This is an optimization exercise on Yosys and OpenROAD, whose aim is small area and a short achievable clock period, not a production implementation.
The RTL was checked by simulation tests, not by an equivalence proof against the original design.
No activity file was given, so power comes from the tool's default toggle rates.

==> flow/design.v <==
module echo_train_gen #(
  parameter int N_ECHO  = 5,
  parameter int DW      = 10,
  parameter int CNT_W   = 16,
  parameter int PERIOD  = 200,
  parameter int NOISE_W = 4
) (
  input  logic                          clk,
  input  logic                          reset,
  input  logic                          start,
  input  logic                          stop,
  input  logic                          mode,
  input  logic                          noise_en,
  input  logic [8*(N_ECHO+1)-1:0]       amp_i,
  input  logic [CNT_W*(N_ECHO+1)-1:0]   delay_i,
  output logic [DW-1:0]                 sum_o,
  output logic [7:0]                    start_o,
  output logic                          busy,
  output logic                          frame_o
);
  localparam int NP = N_ECHO + 1;
  logic             run_q;
  logic             busy_q;    
  logic             last_q;
  logic             first_q;
  logic [7:0]       cnt_q;
  logic [15:0]      lfsr_q;
  logic [DW-1:0]    sum_q;
  logic [7:0]       st_q;
  logic             frame_q;
  logic [7:0]       amp_q [NP];
  logic [7:0]       pos_q [NP];
  logic [7:0]       sb_q  [NP];
  logic [7:0]       h1_q  [NP];
  logic [7:0]       h2_q  [NP];
  logic             hc_q  [NP];
  logic [10:0]      y1_q, y2_q, y3_q;
  logic [7:0]       p0_q;
  logic go, ld;
  assign go = run_q && !stop;
  assign ld = !run_q || last_q;
  logic [7:0] sb_d [NP];
  for (genvar k = 0; k < NP; k++) begin : g_shape
    logic [7:0] u;
    logic       win;
    logic [7:0] s4;
    assign u = pos_q[k];
    assign win = (u[7:4] == 4'd0 && u[3:0] <= 4'd11) || (u[7:2] == 6'h3F);
    localparam logic [127:0] SHAPE4 = 128'h230e0502050e23477cb9ebffebb97c47;
    assign s4 = SHAPE4[8*u[3:0] +: 8];
    assign sb_d[k] = win ? s4 : 8'd0;
  end
  logic [7:0] h1_d [NP];
  logic [7:0] h2_d [NP];
  logic       hc_d [NP];
  for (genvar k = 0; k < NP; k++) begin : g_mul
    etg_mul u_mul (.a(amp_q[k]), .s(sb_q[k]), .h1(h1_d[k]), .h2(h2_d[k]), .hc(hc_d[k]));
  end
  logic [10:0] y1_d, y2_d, y3_d;
  etg_sum u_sum (
    .h1({h1_q[5], h1_q[4], h1_q[3], h1_q[2], h1_q[1], h1_q[0]}),
    .h2({h2_q[5], h2_q[4], h2_q[3], h2_q[2], h2_q[1], h2_q[0]}),
    .hc({hc_q[5], hc_q[4], hc_q[3], hc_q[2], hc_q[1], hc_q[0]}),
    .y1(y1_d), .y2(y2_d), .y3(y3_d));
  logic       v0   [NP];
  for (genvar k = 0; k < NP; k++) begin : g_early
    assign v0[k] = (&pos_q[k]) && amp_q[k][7];
  end
  logic [7:0] sb_in [NP];    
  logic [1:0] h1_in [NP];    
  logic       h2_in [NP];
  logic       hc_in [NP];
  logic [7:0] pos_in [NP];
  always_comb begin
    for (int k = 0; k < NP; k++) begin
      logic [7:0]  a;
      logic [15:0] d;
      logic        hz, d0, d1, d2;
      logic [8:0]  lo5;
      a  = amp_i[8*k +: 8];
      d  = delay_i[CNT_W*k +: CNT_W];
      hz = d[15:2] == 14'd0;
      d0 = hz && d[1:0] == 2'd0;
      d1 = hz && d[1:0] == 2'd1;
      d2 = hz && d[1:0] == 2'd2;
      lo5 = {1'b0, a[5:0], 2'b00} + {1'b0, a};
      sb_in[k]  = d0 ? 8'd14 : d1 ? 8'd5 : d2 ? 8'd2 : 8'd0;
      h1_in[k]  = d0 ? a[7:6] : 2'd0;
      h2_in[k]  = d1 && a[7];
      hc_in[k]  = d0 && lo5[8];
      pos_in[k] = (d[15:8] != 8'd0 || d[7:0] >= 8'(PERIOD)) ? 8'd13 : ~d[7:0];
    end
  end
  logic [2:0] x0;
  logic [4:0] x0n;
  logic s1, c1, s2, c2, s3, c3, s4, c4;
  assign s1 = v0[0] ^ v0[1] ^ v0[2];
  assign c1 = (v0[0] & v0[1]) | (v0[2] & (v0[0] ^ v0[1]));
  assign s2 = v0[3] ^ v0[4] ^ v0[5];
  assign c2 = (v0[3] & v0[4]) | (v0[5] & (v0[3] ^ v0[4]));
  assign s3 = s1 ^ s2 ^ lfsr_q[0];
  assign c3 = (s1 & s2) | (lfsr_q[0] & (s1 ^ s2));
  assign s4 = c1 ^ c2 ^ lfsr_q[1];
  assign c4 = (c1 & c2) | (lfsr_q[1] & (c1 ^ c2));
  assign x0  = {1'b0, c1, s1} + {1'b0, c2, s2};
  assign x0n = {1'b0, lfsr_q[3:2], s4, s3} + {1'b0, c4, c3, 1'b0};
  logic [10:0]   xs, xns;
  logic [DW-1:0] xsat, xnsat;
  assign xs    = y1_q + y2_q + y3_q;
  assign xns   = y1_q + y2_q + y3_q + 11'(lfsr_q[3:0]);
  assign xsat  = first_q ? 10'(x0)  : xs[10]  ? 10'd1023 : xs[9:0];
  assign xnsat = first_q ? 10'(x0n) : xns[10] ? 10'd1023 : xns[9:0];
  always_ff @(posedge clk or posedge reset) begin
    if (reset) begin
      run_q   <= 1'b0;
      busy_q  <= 1'b0;
      lfsr_q  <= 16'hACE1;
      sum_q   <= '0;
      st_q    <= '0;
      frame_q <= 1'b0;
    end else begin
      run_q   <= run_q ? !(stop || (last_q && !mode)) : (start && !stop);
      busy_q  <= busy_q ? !(stop || (last_q && !mode)) : (start && !stop);
      if (run_q) lfsr_q <= {lfsr_q[0] ^ lfsr_q[2] ^ lfsr_q[3] ^ lfsr_q[5], lfsr_q[15:1]};
      sum_q   <= go ? (noise_en ? xnsat : xsat) : 10'd0;
      st_q    <= go ? (first_q ? {7'd0, v0[0]} : p0_q) : 8'd0;
      frame_q <= go && last_q;
    end
  end
  always_ff @(posedge clk) begin
    cnt_q   <= ld ? 8'd0 : cnt_q + 8'd1;
    last_q  <= run_q && cnt_q == 8'(PERIOD - 2);
    first_q <= ld;
    for (int k = 0; k < NP; k++) begin
      if (ld) begin
        amp_q[k] <= amp_i[8*k +: 8];
        pos_q[k] <= pos_in[k];
        sb_q[k]  <= sb_in[k];
        h1_q[k]  <= {6'd0, h1_in[k]};
        h2_q[k]  <= {7'd0, h2_in[k]};
        hc_q[k]  <= hc_in[k];
      end else begin
        pos_q[k] <= pos_q[k] + 8'd1;
        sb_q[k]  <= sb_d[k];
        h1_q[k]  <= h1_d[k];
        h2_q[k]  <= h2_d[k];
        hc_q[k]  <= hc_d[k];
      end
    end
    y1_q <= y1_d;
    y2_q <= y2_d;
    y3_q <= y3_d;
    p0_q <= h1_q[0] + h2_q[0] + {7'd0, hc_q[0]};
  end
  assign sum_o   = sum_q;
  assign start_o = st_q;
  assign frame_o = frame_q;
  assign busy    = busy_q;
endmodule
module etg_mul (input logic [7:0] a, input logic [7:0] s, output logic [7:0] h1, output logic [7:0] h2, output logic hc);
  logic t1, t2, t3, t4, t5, t6, t7, t8, t9, t10, t11, t12, t13, t14, t15, t16;
  logic t17, t18, t19, t20, t21, t22, t23, t24, t25, t26, t27, t28, t29, t30, t31, t32;
  logic t33, t34, t35, t36, t37, t38, t39, t40, t41, t42, t43, t44, t45, t46, t47, t48;
  logic t49, t50, t51, t52, t53, t54, t55, t56, t57, t58, t59, t60, t61, t62, t63, t64;
  logic t65, t66, t67, t68, t69, t70, t71, t72, t73, t74, t75, t76, t77, t78, t79, t80;
  logic t81, t82, t83, t84;
  assign t1 = (a[0] & s[6]) ^ (a[1] & s[5]);
  assign t2 = (a[0] & s[6]) & (a[1] & s[5]);
  assign t3 = (a[0] & s[7]) ^ (a[1] & s[6]) ^ (a[2] & s[5]);
  assign t4 = ((a[0] & s[7]) & (a[1] & s[6])) | ((a[2] & s[5]) & ((a[0] & s[7]) ^ (a[1] & s[6])));
  assign t5 = (a[3] & s[4]) ^ (a[4] & s[3]);
  assign t6 = (a[3] & s[4]) & (a[4] & s[3]);
  assign t7 = (a[1] & s[7]) ^ (a[2] & s[6]) ^ (a[3] & s[5]);
  assign t8 = ((a[1] & s[7]) & (a[2] & s[6])) | ((a[3] & s[5]) & ((a[1] & s[7]) ^ (a[2] & s[6])));
  assign t9 = (a[4] & s[4]) ^ (a[5] & s[3]);
  assign t10 = (a[4] & s[4]) & (a[5] & s[3]);
  assign t11 = (a[2] & s[7]) ^ (a[3] & s[6]) ^ (a[4] & s[5]);
  assign t12 = ((a[2] & s[7]) & (a[3] & s[6])) | ((a[4] & s[5]) & ((a[2] & s[7]) ^ (a[3] & s[6])));
  assign t13 = (a[0] & s[4]) ^ (a[1] & s[3]);
  assign t14 = (a[0] & s[4]) & (a[1] & s[3]);
  assign t15 = (a[0] & s[5]) ^ (a[1] & s[4]) ^ (a[2] & s[3]);
  assign t16 = ((a[0] & s[5]) & (a[1] & s[4])) | ((a[2] & s[3]) & ((a[0] & s[5]) ^ (a[1] & s[4])));
  assign t17 = (a[3] & s[2]) ^ (a[4] & s[1]);
  assign t18 = (a[3] & s[2]) & (a[4] & s[1]);
  assign t19 = t1 ^ (a[2] & s[4]) ^ (a[3] & s[3]);
  assign t20 = (t1 & (a[2] & s[4])) | ((a[3] & s[3]) & (t1 ^ (a[2] & s[4])));
  assign t21 = (a[4] & s[2]) ^ (a[5] & s[1]) ^ (a[6] & s[0]);
  assign t22 = ((a[4] & s[2]) & (a[5] & s[1])) | ((a[6] & s[0]) & ((a[4] & s[2]) ^ (a[5] & s[1])));
  assign t23 = t2 ^ t3 ^ t5;
  assign t24 = (t2 & t3) | (t5 & (t2 ^ t3));
  assign t25 = (a[5] & s[2]) ^ (a[6] & s[1]) ^ (a[7] & s[0]);
  assign t26 = ((a[5] & s[2]) & (a[6] & s[1])) | ((a[7] & s[0]) & ((a[5] & s[2]) ^ (a[6] & s[1])));
  assign t27 = t4 ^ t6 ^ t7;
  assign t28 = (t4 & t6) | (t7 & (t4 ^ t6));
  assign t29 = t9 ^ (a[6] & s[2]) ^ (a[7] & s[1]);
  assign t30 = (t9 & (a[6] & s[2])) | ((a[7] & s[1]) & (t9 ^ (a[6] & s[2])));
  assign t31 = t8 ^ t10 ^ t11;
  assign t32 = (t8 & t10) | (t11 & (t8 ^ t10));
  assign t33 = (a[5] & s[4]) ^ (a[6] & s[3]) ^ (a[7] & s[2]);
  assign t34 = ((a[5] & s[4]) & (a[6] & s[3])) | ((a[7] & s[2]) & ((a[5] & s[4]) ^ (a[6] & s[3])));
  assign t35 = t12 ^ (a[3] & s[7]) ^ (a[4] & s[6]);
  assign t36 = (t12 & (a[3] & s[7])) | ((a[4] & s[6]) & (t12 ^ (a[3] & s[7])));
  assign t37 = (a[5] & s[5]) ^ (a[6] & s[4]) ^ (a[7] & s[3]);
  assign t38 = ((a[5] & s[5]) & (a[6] & s[4])) | ((a[7] & s[3]) & ((a[5] & s[5]) ^ (a[6] & s[4])));
  assign t39 = (a[4] & s[7]) ^ (a[5] & s[6]) ^ (a[6] & s[5]);
  assign t40 = ((a[4] & s[7]) & (a[5] & s[6])) | ((a[6] & s[5]) & ((a[4] & s[7]) ^ (a[5] & s[6])));
  assign t41 = (a[0] & s[3]) ^ (a[1] & s[2]);
  assign t42 = (a[0] & s[3]) & (a[1] & s[2]);
  assign t43 = t13 ^ (a[2] & s[2]) ^ (a[3] & s[1]);
  assign t44 = (t13 & (a[2] & s[2])) | ((a[3] & s[1]) & (t13 ^ (a[2] & s[2])));
  assign t45 = t14 ^ t15 ^ t17;
  assign t46 = (t14 & t15) | (t17 & (t14 ^ t15));
  assign t47 = t16 ^ t18 ^ t19;
  assign t48 = (t16 & t18) | (t19 & (t16 ^ t18));
  assign t49 = t20 ^ t22 ^ t23;
  assign t50 = (t20 & t22) | (t23 & (t20 ^ t22));
  assign t51 = t24 ^ t26 ^ t27;
  assign t52 = (t24 & t26) | (t27 & (t24 ^ t26));
  assign t53 = t28 ^ t30 ^ t31;
  assign t54 = (t28 & t30) | (t31 & (t28 ^ t30));
  assign t55 = t32 ^ t34 ^ t35;
  assign t56 = (t32 & t34) | (t35 & (t32 ^ t34));
  assign t57 = t36 ^ t38 ^ t39;
  assign t58 = (t36 & t38) | (t39 & (t36 ^ t38));
  assign t59 = t40 ^ (a[5] & s[7]) ^ (a[6] & s[6]);
  assign t60 = (t40 & (a[5] & s[7])) | ((a[6] & s[6]) & (t40 ^ (a[5] & s[7])));
  assign t61 = (a[0] & s[2]) ^ (a[1] & s[1]);
  assign t62 = (a[0] & s[2]) & (a[1] & s[1]);
  assign t63 = t41 ^ (a[2] & s[1]) ^ (a[3] & s[0]);
  assign t64 = (t41 & (a[2] & s[1])) | ((a[3] & s[0]) & (t41 ^ (a[2] & s[1])));
  assign t65 = t42 ^ t43 ^ (a[4] & s[0]);
  assign t66 = (t42 & t43) | ((a[4] & s[0]) & (t42 ^ t43));
  assign t67 = t44 ^ t45 ^ (a[5] & s[0]);
  assign t68 = (t44 & t45) | ((a[5] & s[0]) & (t44 ^ t45));
  assign t69 = t46 ^ t47 ^ t21;
  assign t70 = (t46 & t47) | (t21 & (t46 ^ t47));
  assign t71 = t48 ^ t49 ^ t25;
  assign t72 = (t48 & t49) | (t25 & (t48 ^ t49));
  assign t73 = t50 ^ t51 ^ t29;
  assign t74 = (t50 & t51) | (t29 & (t50 ^ t51));
  assign t75 = t52 ^ t53 ^ t33;
  assign t76 = (t52 & t53) | (t33 & (t52 ^ t53));
  assign t77 = t54 ^ t55 ^ t37;
  assign t78 = (t54 & t55) | (t37 & (t54 ^ t55));
  assign t79 = t56 ^ t57 ^ (a[7] & s[4]);
  assign t80 = (t56 & t57) | ((a[7] & s[4]) & (t56 ^ t57));
  assign t81 = t58 ^ t59 ^ (a[7] & s[5]);
  assign t82 = (t58 & t59) | ((a[7] & s[5]) & (t58 ^ t59));
  assign t83 = t60 ^ (a[6] & s[7]) ^ (a[7] & s[6]);
  assign t84 = (t60 & (a[6] & s[7])) | ((a[7] & s[6]) & (t60 ^ (a[6] & s[7])));
  logic [15:0] r1;
  assign r1 = {1'b0, t84, t82, t80, t78, t76, t74, t72, t70, t68, t66, t64, t62, t61, (a[0] & s[1]), (a[0] & s[0])};
  logic [15:0] r2;
  assign r2 = {1'b0, (a[7] & s[7]), t83, t81, t79, t77, t75, t73, t71, t69, t67, t65, t63, (a[2] & s[0]), (a[1] & s[0]), 1'b0};
  logic [8:0] lo;
  logic [3:0] top;
  assign lo  = {1'b0, r1[7:0]} + {1'b0, r2[7:0]};
  assign top = r1[15:12] + r2[15:12];
  assign hc  = lo[8];
  assign h1  = {top, r1[11:8]};
  assign h2  = {4'd0, r2[11:8]};
endmodule
module etg_sum (input logic [47:0] h1, input logic [47:0] h2, input logic [5:0] hc, output logic [10:0] y1, output logic [10:0] y2, output logic [10:0] y3);
  logic t1, t2, t3, t4, t5, t6, t7, t8, t9, t10, t11, t12, t13, t14, t15, t16;
  logic t17, t18, t19, t20, t21, t22, t23, t24, t25, t26, t27, t28, t29, t30, t31, t32;
  logic t33, t34, t35, t36, t37, t38, t39, t40, t41, t42, t43, t44, t45, t46, t47, t48;
  logic t49, t50, t51, t52, t53, t54, t55, t56, t57, t58, t59, t60, t61, t62, t63, t64;
  logic t65, t66, t67, t68, t69, t70, t71, t72, t73, t74, t75, t76, t77, t78, t79, t80;
  logic t81, t82, t83, t84, t85, t86, t87, t88, t89, t90, t91, t92, t93, t94, t95, t96;
  logic t97, t98, t99, t100, t101, t102, t103, t104, t105, t106, t107, t108, t109, t110, t111, t112;
  logic t113, t114, t115, t116, t117, t118, t119, t120;
  assign t1 = h1[0] ^ h2[0] ^ hc[0];
  assign t2 = (h1[0] & h2[0]) | (hc[0] & (h1[0] ^ h2[0]));
  assign t3 = h1[8] ^ h2[8] ^ hc[1];
  assign t4 = (h1[8] & h2[8]) | (hc[1] & (h1[8] ^ h2[8]));
  assign t5 = h1[16] ^ h2[16];
  assign t6 = h1[16] & h2[16];
  assign t7 = h1[1] ^ h2[1] ^ h1[9];
  assign t8 = (h1[1] & h2[1]) | (h1[9] & (h1[1] ^ h2[1]));
  assign t9 = t1 ^ t3 ^ t5;
  assign t10 = (t1 & t3) | (t5 & (t1 ^ t3));
  assign t11 = hc[2] ^ h1[24] ^ h2[24];
  assign t12 = (hc[2] & h1[24]) | (h2[24] & (hc[2] ^ h1[24]));
  assign t13 = t2 ^ t4 ^ t6;
  assign t14 = (t2 & t4) | (t6 & (t2 ^ t4));
  assign t15 = t7 ^ h2[9] ^ h1[17];
  assign t16 = (t7 & h2[9]) | (h1[17] & (t7 ^ h2[9]));
  assign t17 = h2[17] ^ h1[25] ^ h2[25];
  assign t18 = (h2[17] & h1[25]) | (h2[25] & (h2[17] ^ h1[25]));
  assign t19 = t8 ^ h1[2] ^ h2[2];
  assign t20 = (t8 & h1[2]) | (h2[2] & (t8 ^ h1[2]));
  assign t21 = h1[10] ^ h2[10] ^ h1[18];
  assign t22 = (h1[10] & h2[10]) | (h1[18] & (h1[10] ^ h2[10]));
  assign t23 = h2[18] ^ h1[26] ^ h2[26];
  assign t24 = (h2[18] & h1[26]) | (h2[26] & (h2[18] ^ h1[26]));
  assign t25 = h1[34] ^ h2[34];
  assign t26 = h1[34] & h2[34];
  assign t27 = h1[3] ^ h2[3] ^ h1[11];
  assign t28 = (h1[3] & h2[3]) | (h1[11] & (h1[3] ^ h2[3]));
  assign t29 = h2[11] ^ h1[19] ^ h2[19];
  assign t30 = (h2[11] & h1[19]) | (h2[19] & (h2[11] ^ h1[19]));
  assign t31 = h1[27] ^ h2[27] ^ h1[35];
  assign t32 = (h1[27] & h2[27]) | (h1[35] & (h1[27] ^ h2[27]));
  assign t33 = h2[35] ^ h1[43];
  assign t34 = h2[35] & h1[43];
  assign t35 = h1[4] ^ h1[12];
  assign t36 = h1[4] & h1[12];
  assign t37 = t9 ^ t11 ^ hc[3];
  assign t38 = (t9 & t11) | (hc[3] & (t9 ^ t11));
  assign t39 = h1[32] ^ h2[32];
  assign t40 = h1[32] & h2[32];
  assign t41 = t10 ^ t12 ^ t13;
  assign t42 = (t10 & t12) | (t13 & (t10 ^ t12));
  assign t43 = t15 ^ t17 ^ h1[33];
  assign t44 = (t15 & t17) | (h1[33] & (t15 ^ t17));
  assign t45 = h2[33] ^ h1[41];
  assign t46 = h2[33] & h1[41];
  assign t47 = t14 ^ t16 ^ t18;
  assign t48 = (t14 & t16) | (t18 & (t14 ^ t16));
  assign t49 = t19 ^ t21 ^ t23;
  assign t50 = (t19 & t21) | (t23 & (t19 ^ t21));
  assign t51 = t25 ^ h1[42] ^ h2[42];
  assign t52 = (t25 & h1[42]) | (h2[42] & (t25 ^ h1[42]));
  assign t53 = t20 ^ t22 ^ t24;
  assign t54 = (t20 & t22) | (t24 & (t20 ^ t22));
  assign t55 = t26 ^ t27 ^ t29;
  assign t56 = (t26 & t27) | (t29 & (t26 ^ t27));
  assign t57 = t31 ^ t33 ^ h2[43];
  assign t58 = (t31 & t33) | (h2[43] & (t31 ^ t33));
  assign t59 = t28 ^ t30 ^ t32;
  assign t60 = (t28 & t30) | (t32 & (t28 ^ t30));
  assign t61 = t34 ^ t35 ^ h1[20];
  assign t62 = (t34 & t35) | (h1[20] & (t34 ^ t35));
  assign t63 = h1[28] ^ h1[36] ^ h1[44];
  assign t64 = (h1[28] & h1[36]) | (h1[44] & (h1[28] ^ h1[36]));
  assign t65 = t36 ^ h1[5] ^ h1[13];
  assign t66 = (t36 & h1[5]) | (h1[13] & (t36 ^ h1[5]));
  assign t67 = h1[21] ^ h1[29] ^ h1[37];
  assign t68 = (h1[21] & h1[29]) | (h1[37] & (h1[21] ^ h1[29]));
  assign t69 = h1[6] ^ h1[14] ^ h1[22];
  assign t70 = (h1[6] & h1[14]) | (h1[22] & (h1[6] ^ h1[14]));
  assign t71 = h1[7] ^ h1[15];
  assign t72 = h1[7] & h1[15];
  assign t73 = t37 ^ t39 ^ hc[4];
  assign t74 = (t37 & t39) | (hc[4] & (t37 ^ t39));
  assign t75 = t38 ^ t40 ^ t41;
  assign t76 = (t38 & t40) | (t41 & (t38 ^ t40));
  assign t77 = t43 ^ t45;
  assign t78 = t43 & t45;
  assign t79 = t42 ^ t44 ^ t46;
  assign t80 = (t42 & t44) | (t46 & (t42 ^ t44));
  assign t81 = t47 ^ t49 ^ t51;
  assign t82 = (t47 & t49) | (t51 & (t47 ^ t49));
  assign t83 = t48 ^ t50 ^ t52;
  assign t84 = (t48 & t50) | (t52 & (t48 ^ t50));
  assign t85 = t53 ^ t55 ^ t57;
  assign t86 = (t53 & t55) | (t57 & (t53 ^ t55));
  assign t87 = t54 ^ t56 ^ t58;
  assign t88 = (t54 & t56) | (t58 & (t54 ^ t56));
  assign t89 = t59 ^ t61 ^ t63;
  assign t90 = (t59 & t61) | (t63 & (t59 ^ t61));
  assign t91 = t60 ^ t62 ^ t64;
  assign t92 = (t60 & t62) | (t64 & (t60 ^ t62));
  assign t93 = t65 ^ t67 ^ h1[45];
  assign t94 = (t65 & t67) | (h1[45] & (t65 ^ t67));
  assign t95 = t66 ^ t68 ^ t69;
  assign t96 = (t66 & t68) | (t69 & (t66 ^ t68));
  assign t97 = h1[30] ^ h1[38] ^ h1[46];
  assign t98 = (h1[30] & h1[38]) | (h1[46] & (h1[30] ^ h1[38]));
  assign t99 = t70 ^ t71 ^ h1[23];
  assign t100 = (t70 & t71) | (h1[23] & (t70 ^ t71));
  assign t101 = h1[31] ^ h1[39] ^ h1[47];
  assign t102 = (h1[31] & h1[39]) | (h1[47] & (h1[31] ^ h1[39]));
  assign t103 = t73 ^ h1[40];
  assign t104 = t73 & h1[40];
  assign t105 = t74 ^ t75 ^ t77;
  assign t106 = (t74 & t75) | (t77 & (t74 ^ t75));
  assign t107 = t76 ^ t78 ^ t79;
  assign t108 = (t76 & t78) | (t79 & (t76 ^ t78));
  assign t109 = t80 ^ t82 ^ t83;
  assign t110 = (t80 & t82) | (t83 & (t80 ^ t82));
  assign t111 = t84 ^ t86 ^ t87;
  assign t112 = (t84 & t86) | (t87 & (t84 ^ t86));
  assign t113 = t88 ^ t90 ^ t91;
  assign t114 = (t88 & t90) | (t91 & (t88 ^ t90));
  assign t115 = t92 ^ t94 ^ t95;
  assign t116 = (t92 & t94) | (t95 & (t92 ^ t94));
  assign t117 = t96 ^ t98 ^ t99;
  assign t118 = (t96 & t98) | (t99 & (t96 ^ t98));
  assign t119 = t100 ^ t102;
  assign t120 = t100 & t102;
  logic [10:0] r1;
  assign r1 = {1'b0, t120, t118, t116, t114, t112, t110, t108, t106, t104, t103};
  logic [10:0] r2;
  assign r2 = {1'b0, 1'b0, t119, t117, t115, t113, t111, t109, t107, t105, h2[40]};
  logic [10:0] r3;
  assign r3 = {1'b0, 1'b0, t72, t101, t97, t93, t89, t85, t81, h2[41], hc[5]};
  assign y1 = r1;
  assign y2 = r2;
  assign y3 = r3;
endmodule
==> flow/flow/run.sh <==
#!/bin/bash
set -euo pipefail
MARGIN=${MARGIN:-7.2}
PORTBUF=${PORTBUF:-sky130_fd_sc_hd__buf_1}
sed -e "s/SETUP_SLACK_MARGIN=[0-9.]*/SETUP_SLACK_MARGIN=$MARGIN/" \
    -e "s/\"\${@:-finish}\"/BUFFER_PORTS_ARGS='-buffer_cell $PORTBUF' \"\${@:-finish}\"/" \
    standard.sh > standard_flow.sh
RES="$PWD/orfs/results/sky130hd/echo_train_gen/base"
bash standard_flow.sh "$RES/1_2_yosys.v" > synth.log 2>&1
cp "$RES/1_2_yosys.v" "$RES/1_2_yosys_standard.v"
python3 flow/polarity.py "$RES/1_2_yosys_standard.v" "$RES/1_2_yosys.v" > polarity.log 2>&1
bash standard_flow.sh > standard.log 2>&1
==> flow/flow/polarity.py <==
#!/usr/bin/env python3
"""Rebalance signal polarity in a mapped netlist around full-adder cells.

A full adder is self-dual: with all three inputs inverted, both outputs come
out inverted. Some simple gates have a twin computing the inverted function
(AND2/NAND2, OR2/NOR2, XOR2/XNOR2, AND3/NAND3, OR3/NOR3). This pass chooses,
for each full adder and each such gate, whether it delivers its signal true or
inverted, so that fewer inverters and smaller gates are needed, then rebuilds
the inverters (one per signal whose other polarity is still needed). A half
adder whose sum or carry is better delivered inverted is split into
XOR2/XNOR2 and AND2/NAND2.
Registers, ports and all other cells keep the logic values on their pins.

The choice is made by a greedy pass followed by simulated annealing (fixed
seed, so the result is reproducible).

usage: polarity.py IN.v OUT.v
"""
import re, sys, collections

LIB = "/OpenROAD-flow-scripts/flow/platforms/sky130hd/lib/sky130_fd_sc_hd__tt_025C_1v80.lib"
P = "sky130_fd_sc_hd__"
src = open(sys.argv[1]).read()
lib = open(LIB).read()
AREA = {}
for m in re.finditer(r'cell\s*\(\s*"?(\w+)"?\s*\)', lib):
    a = re.search(r"area\s*:\s*([\d.]+)", lib[m.end():m.end() + 3000])
    if a:
        AREA[m.group(1)] = float(a.group(1))

# twin cells: (type, output pin) <-> (type, output pin)
TWIN = {}
def pair(a, ao, b, bo):
    if P + a in AREA and P + b in AREA:
        TWIN[P + a] = (P + b, ao, bo)
        TWIN[P + b] = (P + a, bo, ao)
for a, b in (("and2_1", "nand2_1"), ("and2_2", "nand2_2"), ("and2_4", "nand2_4"),
             ("or2_1", "nor2_1"), ("or2_2", "nor2_2"), ("or2_4", "nor2_4"),
             ("and3_1", "nand3_1"), ("and3_2", "nand3_2"), ("and3_4", "nand3_4"),
             ("or3_1", "nor3_1"), ("or3_2", "nor3_2"), ("or3_4", "nor3_4")):
    pair(a, "X", b, "Y")
for a, b in (("xor2_1", "xnor2_1"), ("xor2_2", "xnor2_2"), ("xor2_4", "xnor2_4")):
    pair(a, "X", b, "Y")
# one-way mappings for sizes without a twin of the same size
for a, b in (("and2_0", "nand2_1"), ("or2_0", "nor2_1"), ("nand2_8", "and2_4"), ("nor2_8", "or2_4")):
    if P + a in AREA and P + b in AREA:
        ao = "X" if a.startswith(("and", "or")) else "Y"
        bo = "X" if b.startswith(("and", "or")) else "Y"
        TWIN[P + a] = (P + b, ao, bo)

OUT_PINS = {"X", "Y", "Q", "Q_N", "SUM", "COUT", "HI", "LO"}
inst_re = re.compile(r"^(\s*)(sky130_fd_sc_hd__\w+)\s+(\S+)\s*\((.*?)\);\n", re.S | re.M)
pin_re = re.compile(r"\.(\w+)\(([^()]*)\)")

cells = []          # [name, type, {pin: net}, span]
for m in inst_re.finditer(src):
    pins = {p: n.strip() for p, n in pin_re.findall(m.group(4))}
    cells.append([m.group(3), m.group(2), pins, m.span()])

outputs = set()
for rng, name in re.findall(r"^\s*output\s+(\[\d+:\d+\]\s+)?(\S+);", src, re.M):
    if rng:
        hi, lo = map(int, re.findall(r"\d+", rng))
        outputs.update(f"{name}[{i}]" for i in range(lo, hi + 1))
    else:
        outputs.add(name)

def is_const(n):
    return bool(re.fullmatch(r"1'h[01]|1'b[01]", n))

drv = {}
for c in cells:
    for p, n in c[2].items():
        if p in OUT_PINS and n:
            assert n not in drv, n
            drv[n] = (c, p)

def is_inv(c):
    return c[1].startswith(P + "inv_")
removable = [c for c in cells if is_inv(c) and c[2]["Y"] not in outputs]
rem = set(id(c) for c in removable)

lit_cache = {}
def lit(n):
    if is_const(n):
        return ("CONST", int(n[-1]))
    if n in lit_cache:
        return lit_cache[n]
    d = drv.get(n)
    if d and id(d[0]) in rem:
        s, q = lit(d[0][2]["A"])
        r = (s, q ^ 1) if s != "CONST" else ("CONST", q ^ 1)
    else:
        r = (n, 0)
    lit_cache[n] = r
    return r

def is_fa(c):
    return c[1].startswith(P + "fa_")
def is_ha(c):
    return c[1].startswith(P + "ha_")
def outpin(c):
    return [p for p in c[2] if p in OUT_PINS and c[2][p]]

flex = [c for c in cells if id(c) not in rem and (is_fa(c) or c[1] in TWIN)]
flex_of_sig = {}
for c in flex:
    for p in outpin(c):
        flex_of_sig[c[2][p]] = c
ok = {id(c): not any(c[2][p] in outputs for p in outpin(c)) for c in flex}
phi = {id(c): 0 for c in flex}
# half adders: each output may come out inverted, by replacing the cell with
# XOR2/XNOR2 and AND2/NAND2 (keyed per output pin)
has = [c for c in cells if is_ha(c)]
ha_pol = {}                    # (id(cell), pin) -> polarity
ha_of_sig = {}
for c in has:
    for p in ("SUM", "COUT"):
        ha_pol[(id(c), p)] = 0
        if c[2].get(p):
            ha_of_sig[c[2][p]] = (c, p)
ha_ok = {id(c): not any(c[2].get(p) in outputs for p in ("SUM", "COUT")) for c in has}
A_XOR, A_AND, A_NAND = AREA[P + "xor2_1"], AREA[P + "and2_1"], AREA[P + "nand2_1"]
A_HA = {c[1]: AREA[c[1]] for c in has}
def ha_cost(c):
    ps, pc = ha_pol[(id(c), "SUM")], ha_pol[(id(c), "COUT")]
    if not ps and not pc:
        return A_HA[c[1]]
    return A_XOR + (A_NAND if pc else A_AND)

consumers = []
for c in cells:
    if id(c) in rem:
        continue
    for p, n in c[2].items():
        if p in OUT_PINS or not n:
            continue
        consumers.append((c, p, lit(n)))

def avail(s):
    c = flex_of_sig.get(s)
    if c is not None:
        return phi[id(c)]
    h = ha_of_sig.get(s)
    if h is not None:
        return ha_pol[(id(h[0]), h[1])]
    return 0

cons_by_sig = collections.defaultdict(list)
ins_of = collections.defaultdict(list)
for k, (c, p, (s, q)) in enumerate(consumers):
    if s != "CONST":
        cons_by_sig[s].append(k)
    if is_fa(c):
        ins_of[id(c)].append(k)

def need(k):
    c, p, (s, q) = consumers[k]
    return q ^ phi[id(c)] if is_fa(c) else q

INV_A = AREA[P + "inv_1"]
def sig_cost(s):
    a = avail(s)
    return INV_A * int(any(need(k) != a for k in cons_by_sig[s]))
def cell_cost(c):
    if is_fa(c) or not phi[id(c)]:
        return 0.0
    return AREA[TWIN[c[1]][0]] - AREA[c[1]]
def local(c):
    ss = set(c[2][p] for p in outpin(c))
    for k in ins_of[id(c)]:
        s = consumers[k][2][0]
        if s != "CONST":
            ss.add(s)
    return ss

all_sigs = set(cons_by_sig)
def total():
    return (sum(sig_cost(s) for s in all_sigs) + sum(cell_cost(c) for c in flex)
            + sum(ha_cost(c) for c in has))
before = total()
changed, passes = True, 0
while changed and passes < 50:
    changed = False
    passes += 1
    for c in flex:
        if not ok[id(c)]:
            continue
        ss = local(c)
        c0 = sum(sig_cost(s) for s in ss) + cell_cost(c)
        phi[id(c)] ^= 1
        c1 = sum(sig_cost(s) for s in ss) + cell_cost(c)
        if c1 < c0 - 1e-9:
            changed = True
        else:
            phi[id(c)] ^= 1
import random, math
rng = random.Random(1)
cand = [c for c in flex if ok[id(c)]]
ha_cand = [(c, p) for c in has if ha_ok[id(c)] for p in ("SUM", "COUT") if c[2].get(p)]
cur = total()
best, best_phi, best_ha = cur, dict(phi), dict(ha_pol)
T0, T1, N = 6.0, 0.05, int(__import__('os').environ.get('SA_ITERS', '3000000'))
for it in range(N):
    T = T0 * (T1 / T0) ** (it / N)
    if ha_cand and rng.random() < len(ha_cand) / (len(ha_cand) + len(cand)):
        c, p = rng.choice(ha_cand)
        sg = c[2][p]
        c0 = sig_cost(sg) + ha_cost(c)
        ha_pol[(id(c), p)] ^= 1
        c1 = sig_cost(sg) + ha_cost(c)
        d = c1 - c0
        if d <= 0 or rng.random() < math.exp(-d / T):
            cur += d
            if cur < best - 1e-9:
                best, best_phi, best_ha = cur, dict(phi), dict(ha_pol)
        else:
            ha_pol[(id(c), p)] ^= 1
        continue
    c = rng.choice(cand)
    ss = local(c)
    c0 = sum(sig_cost(x) for x in ss) + cell_cost(c)
    phi[id(c)] ^= 1
    c1 = sum(sig_cost(x) for x in ss) + cell_cost(c)
    d = c1 - c0
    if d <= 0 or rng.random() < math.exp(-d / T):
        cur += d
        if cur < best - 1e-9:
            best, best_phi, best_ha = cur, dict(phi), dict(ha_pol)
    else:
        phi[id(c)] ^= 1
phi.update(best_phi)
ha_pol.update(best_ha)
after = total()
nflip_fa = sum(phi[id(c)] for c in flex if is_fa(c))
nflip_g = sum(phi[id(c)] for c in flex if not is_fa(c))
nha = sum(1 for c in has if ha_pol[(id(c), "SUM")] or ha_pol[(id(c), "COUT")])
sys.stderr.write(f"polarity: {len(removable)} inverters removable; cost {before:.1f} -> {after:.1f} um2; "
                 f"{nflip_fa} adders and {nflip_g} gates flipped, {nha} half adders split\n")

inv_net, new_wires, new_cells = {}, [], []
def esc(n):
    return n + (" " if n.startswith("\\") else "")
def inverted(s):
    if s not in inv_net:
        k = len(inv_net)
        y = f"_pol_n{k}_"
        inv_net[s] = y
        new_wires.append(f"  wire {y};\n")
        new_cells.append(f"  {P}inv_1 _pol_i{k}_ (\n    .A({esc(s)}),\n    .Y({y})\n  );\n")
    return inv_net[s]

for k, (c, p, (s, q)) in enumerate(consumers):
    r = need(k)
    if s == "CONST":
        c[2][p] = f"1'h{r}"
    elif r == avail(s):
        c[2][p] = s
    else:
        c[2][p] = inverted(s)
for c in flex:
    if not is_fa(c) and phi[id(c)]:
        t2, po, po2 = TWIN[c[1]]
        net = c[2].pop(po)
        c[1] = t2
        c[2][po2] = net

split_cells = []
for k, c in enumerate(has):
    ps, pc = ha_pol[(id(c), "SUM")], ha_pol[(id(c), "COUT")]
    if not ps and not pc:
        continue
    a, b = c[2]["A"], c[2]["B"]
    rem.add(id(c))
    if c[2].get("SUM"):
        t, op = (P + "xnor2_1", "Y") if ps else (P + "xor2_1", "X")
        split_cells.append(f"  {t} _polha{k}s_ (\n    .A({esc(a)}),\n    .B({esc(b)}),\n    .{op}({esc(c[2]['SUM'])})\n  );\n")
    if c[2].get("COUT"):
        t, op = (P + "nand2_1", "Y") if pc else (P + "and2_1", "X")
        split_cells.append(f"  {t} _polha{k}c_ (\n    .A({esc(a)}),\n    .B({esc(b)}),\n    .{op}({esc(c[2]['COUT'])})\n  );\n")
new_cells.extend(split_cells)
out, pos = [], 0
end = src.rindex("endmodule")
for c in cells:
    a, b = c[3]
    out.append(src[pos:a])
    pos = b
    if id(c) in rem:
        continue
    indent = re.match(r"\s*", src[a:b]).group(0)
    pins = ",\n".join(f"{indent}  .{p}({esc(n)})" for p, n in c[2].items())
    out.append(f"{indent}{c[1]} {c[0]} (\n{pins}\n{indent});\n")
out.append(src[pos:end])
out.append("".join(new_wires))
out.append("".join(new_cells))
out.append(src[end:])
open(sys.argv[2], "w").write("".join(out))
==> flow/standard.sh <==
#!/bin/bash
# synth_recipe.tcl (not shown) runs the flow's synth.tcl, then flattens the netlist and writes it again
# the make line also repeats each setting of config.mk as NAME=value (left out here)
make -C /OpenROAD-flow-scripts/flow DESIGN_CONFIG=/design/flow/config.mk WORK_HOME=/design/flow/orfs CLKGATE_MAP_FILE= SYNTH_SCRIPT=/design/flow/synth_recipe.tcl "${@:-finish}"
==> flow/config.mk <==
export PLATFORM = sky130hd
export DESIGN_NAME = echo_train_gen
export DESIGN_NICKNAME = echo_train_gen
export VERILOG_FILES = /design/flow/design.v
export SDC_FILE = /design/flow/constraint.sdc
export NUM_CORES = 4
export LEC_CHECK = 0
export CAP_MARGIN = 20
export CORE_MARGIN = 2
export CORE_UTILIZATION = 50
export CTS_CLUSTER_DIAMETER = 120
export CTS_CLUSTER_SIZE = 25
export PLACE_DENSITY = 0.8
export SETUP_SLACK_MARGIN = 5
export SLEW_MARGIN = 20
==> flow/constraint.sdc <==
create_clock -name core_clock -period 10.5 [get_ports {clk}]
set_input_delay 2.1000 -clock core_clock [delete_from_list [all_inputs] [get_ports {clk}]]
set_output_delay 2.1000 -clock core_clock [all_outputs]
set_load 0.01 [all_outputs]
==> implementation parameters <==
Parameter                              Value

Status
  Result of the run    finished clean

Global route
  Initial antenna violation count    1
  Gr usage total    21.9%
  Global routing met2 resource utilization    38.3%
  Met3 usage in global routing    3.59%
  Met1 Use GR    27.7%
  Busiest grt layer    met2
  Via count of the first global-routing pass    16,900
  Congestion Overflow GR    0
  Wire length of the first global-routing pass    82.8 mm
  Maximum number of pins on one net before global-route repair    70

Floorplanning
  Std-Cell Core Area    43,900 um2
  Area of the die    45,900 um2
  Overall die width    214 um
  Number of placement rows    77
  Starting utilization of the core area    50.3%
  Chip Height    214 um
  Top-Level Pins    170

STA
  Post-route clock period utilization    31.7%
  Number of endpoints with negative hold slack in the final report    0
  Actual slew at the worst max-slew pin    0.741 ns
  Setup TNS    0 ns
  Highest clock frequency the design can meet    301 MHz
  Minimum period implied by the final worst setup slack    3.32 ns
  Number of setup violations in the final report    0
  Clock Skew    0.0266 ns
  Slew margin rel.    50.4%
  Max Transition Viols Final    0
  Unrepaired setup endpoints after global routing    yes

Critical path
  Highest fanout seen on the critical path    3
  Worst setup path startpoint    amp_q[2][2]$_DFFE_PN_
  Setup crit start kind    flip-flop
  Crit. End Element    flip-flop
  Worst EP required    10.96 ns
  Critical path type    flip-flop to flip-flop
  Startpoint of the worst-slack reg-to-reg timing path    amp_q[2][2]$_DFFE_PN_
  Endpoint arrival time on the critical path    3.78 ns

CTS
  Maximum level of the CTS H-tree    1
  Master cell of the clock root buffer    clkbuf_16
  Source-to-sink clock delay at the later pin of the worst-skew pair    0.54 ns
  Number of clock buffers inserted by TritonCTS    17
  Clk slew on worst S/H paths    0.11 ns
  TritonCTS sink count    305
  Number of buffers added to fix hold violations after cts    0
  CTS tree    yes
  Number of buffers on the longest clock path    3

Hold path
  Class of the most critical hold timing path    flip-flop to flip-flop
  Start point of the worst min-delay path    h2_q[5][1]$_SDFF_PN0_

Routing
  Via count    16,100
  Drc violations    0
  Post-route ant nets    0
  Wire length per cell    17.1 um
  Total routed wirelength    50.0 mm
  DRT Pass-1 Iters    7
  Via density per instance    5.52
  Drt first-iter violations    988

Logic synthesis
  Synthesized Nets    2,702
  Total standard cell area after synthesis    22,100 um2
  Average footprint of a synthesized cell    10.5 um2
  Ys Warns    30
  Count of mapped cells out of synthesis    2,111

Placed design
  Placed cell count    2,831
  Placed cell area    23,500 um2
  GPL Wtd Cong    0.881
  Detailed placer's ending HPWL    37.4 mm
  Number of port buffers    169

Layout
  Summed area of non-filler cells in the final layout    25,000 um2
  Fin cells    2,919
  Commonest cells after routing, fill and taps aside    nand2_1 (314), fa_1 (240), dfxtp_1 (183)
  Final core occ    56.9%
  Post-synthesis to final-layout area growth    13.2%
  Nets    2,907
  Proportion of layout cells with a drive suffix above 1    13.1%
  Most common cell after layout, fill and taps aside    nand2_1

Power and ir drop
  Leakage component of the power    0.0102 uW
  Worst-case vdd ir drop    0.0000859 V
  Total power consumption of the routed design    2470 uW
  Power density over the cells    98.7 nW/um2

Job
  Maximum Capacitance Violations    0
==> final cells by class <==
class / count / area, um2
fillers: 3664 / 18900
multi-input cells: 1640 / 15300
flip-flops and latches: 305 / 6850
repair buffers: 231 / 1130
well taps: 592 / 741
inverters: 121 / 467
clock buffers: 25 / 455
clock inverters: 4 / 53.8
diodes: 1 / 2.50
==> worst max-delay path: stages, from the launching register on <==
cell and delay (ns):
edfxtp_1 0.47, buf_6 0.16, nand2_4 0.06, fa_1 0.44, fa_1 0.60, fa_1 0.44
fa_1 0.53, inv_2 0.05, ha_4 0.25, o21ai_2 0.04, o22ai_1 0.19
==> flip-flops by register name (all words and copies together) (netlist names), 9 cells and up <==
signal / flops
pos_q: 48
lfsr_q: 16
y1_q: 10
sum_q: 10
sb_q: 48
y2_q: 9
amp_q: 48
y3_q: 9
h1_q: 48
h2_q: 24
==> metrics by stage <==
step / worst slack (ns) / hold WS (ns)
after global routing: 7.08 / 0.338
after floorplan: 6.97 / 0.310
after detailed placement: 6.69 / 0.315
after global placement: 6.79 / 0.312
after CTS: 7.12 / 0.338
final: 7.18 / 0.332
==> where the power goes <==
| group | leakage, uW | switching, uW | total [uW] | internal, uW |
|---|---|---|---|---|
| sequential | 0.00274 | 89.8 | 1350 | 1260 |
| combinational | 0.00719 | 198 | 380 | 182 |
| clock | 0.000247 | 415 | 733 | 318 |
| total | 0.0102 | 703 | 2470 | 1760 |
==> routing by layer <==
layer	routed length [um]	up-vias
li1	-	7486
met1	20600	8044
met2	25000	483
met3	2990	89
met4	1400	0
met5	0	-
==> worst paths after layout <==
path,cells after the start,to,slack (ns)
max,10,hc_q[2]$_DFF_P_,7.18
min,0,y3_q[1]$_DFF_P_,0.33
max reg2reg,10,hc_q[2]$_DFF_P_,7.18
min reg2reg,0,y3_q[1]$_DFF_P_,0.33
max in group asynchronous,3,run_q$_DFF_PP0_,8.45
min in group asynchronous,3,sum_q[7]$_DFF_PP0_,1.64
==> repair_timing <==
item | 4_1_cts | 5_1_grt
gates resized for setup | 96 | 85
hold endpoints to repair | 0 | 0
pin swaps | 42 | 68
endpoints found under the setup margin | 57 | 33
buffers inserted | 35 | 23

afterwards: timing with drivers on the ports:
How much do the figures lean on ideal ports? The routed layout below was timed once more, with nothing changed but the port constraints. Step 1 assumes that a clkbuf_16 drives the clock port and a buf_2 every other input. Step 2 also shifts input and output timing later by t, the mid clock arrival at the registers, as if the neighbouring blocks saw the same clock. a / b / c = ideal / step 1 / step 2; a / b = the first two.
shift t [ns]: 0.587
setup WS [ns]: 7.176 / 7.176 / 6.767
slew at the worst register clock pin (ns): 0.11 / 0.11
worst data-port slew with drivers (ns): 0.06
cell pins on the clock port's net: 1
After both steps this run still meets setup and hold. For this run, drivers alone change the setup slack by 0.000 ns; drivers and shift together by -0.409 ns.
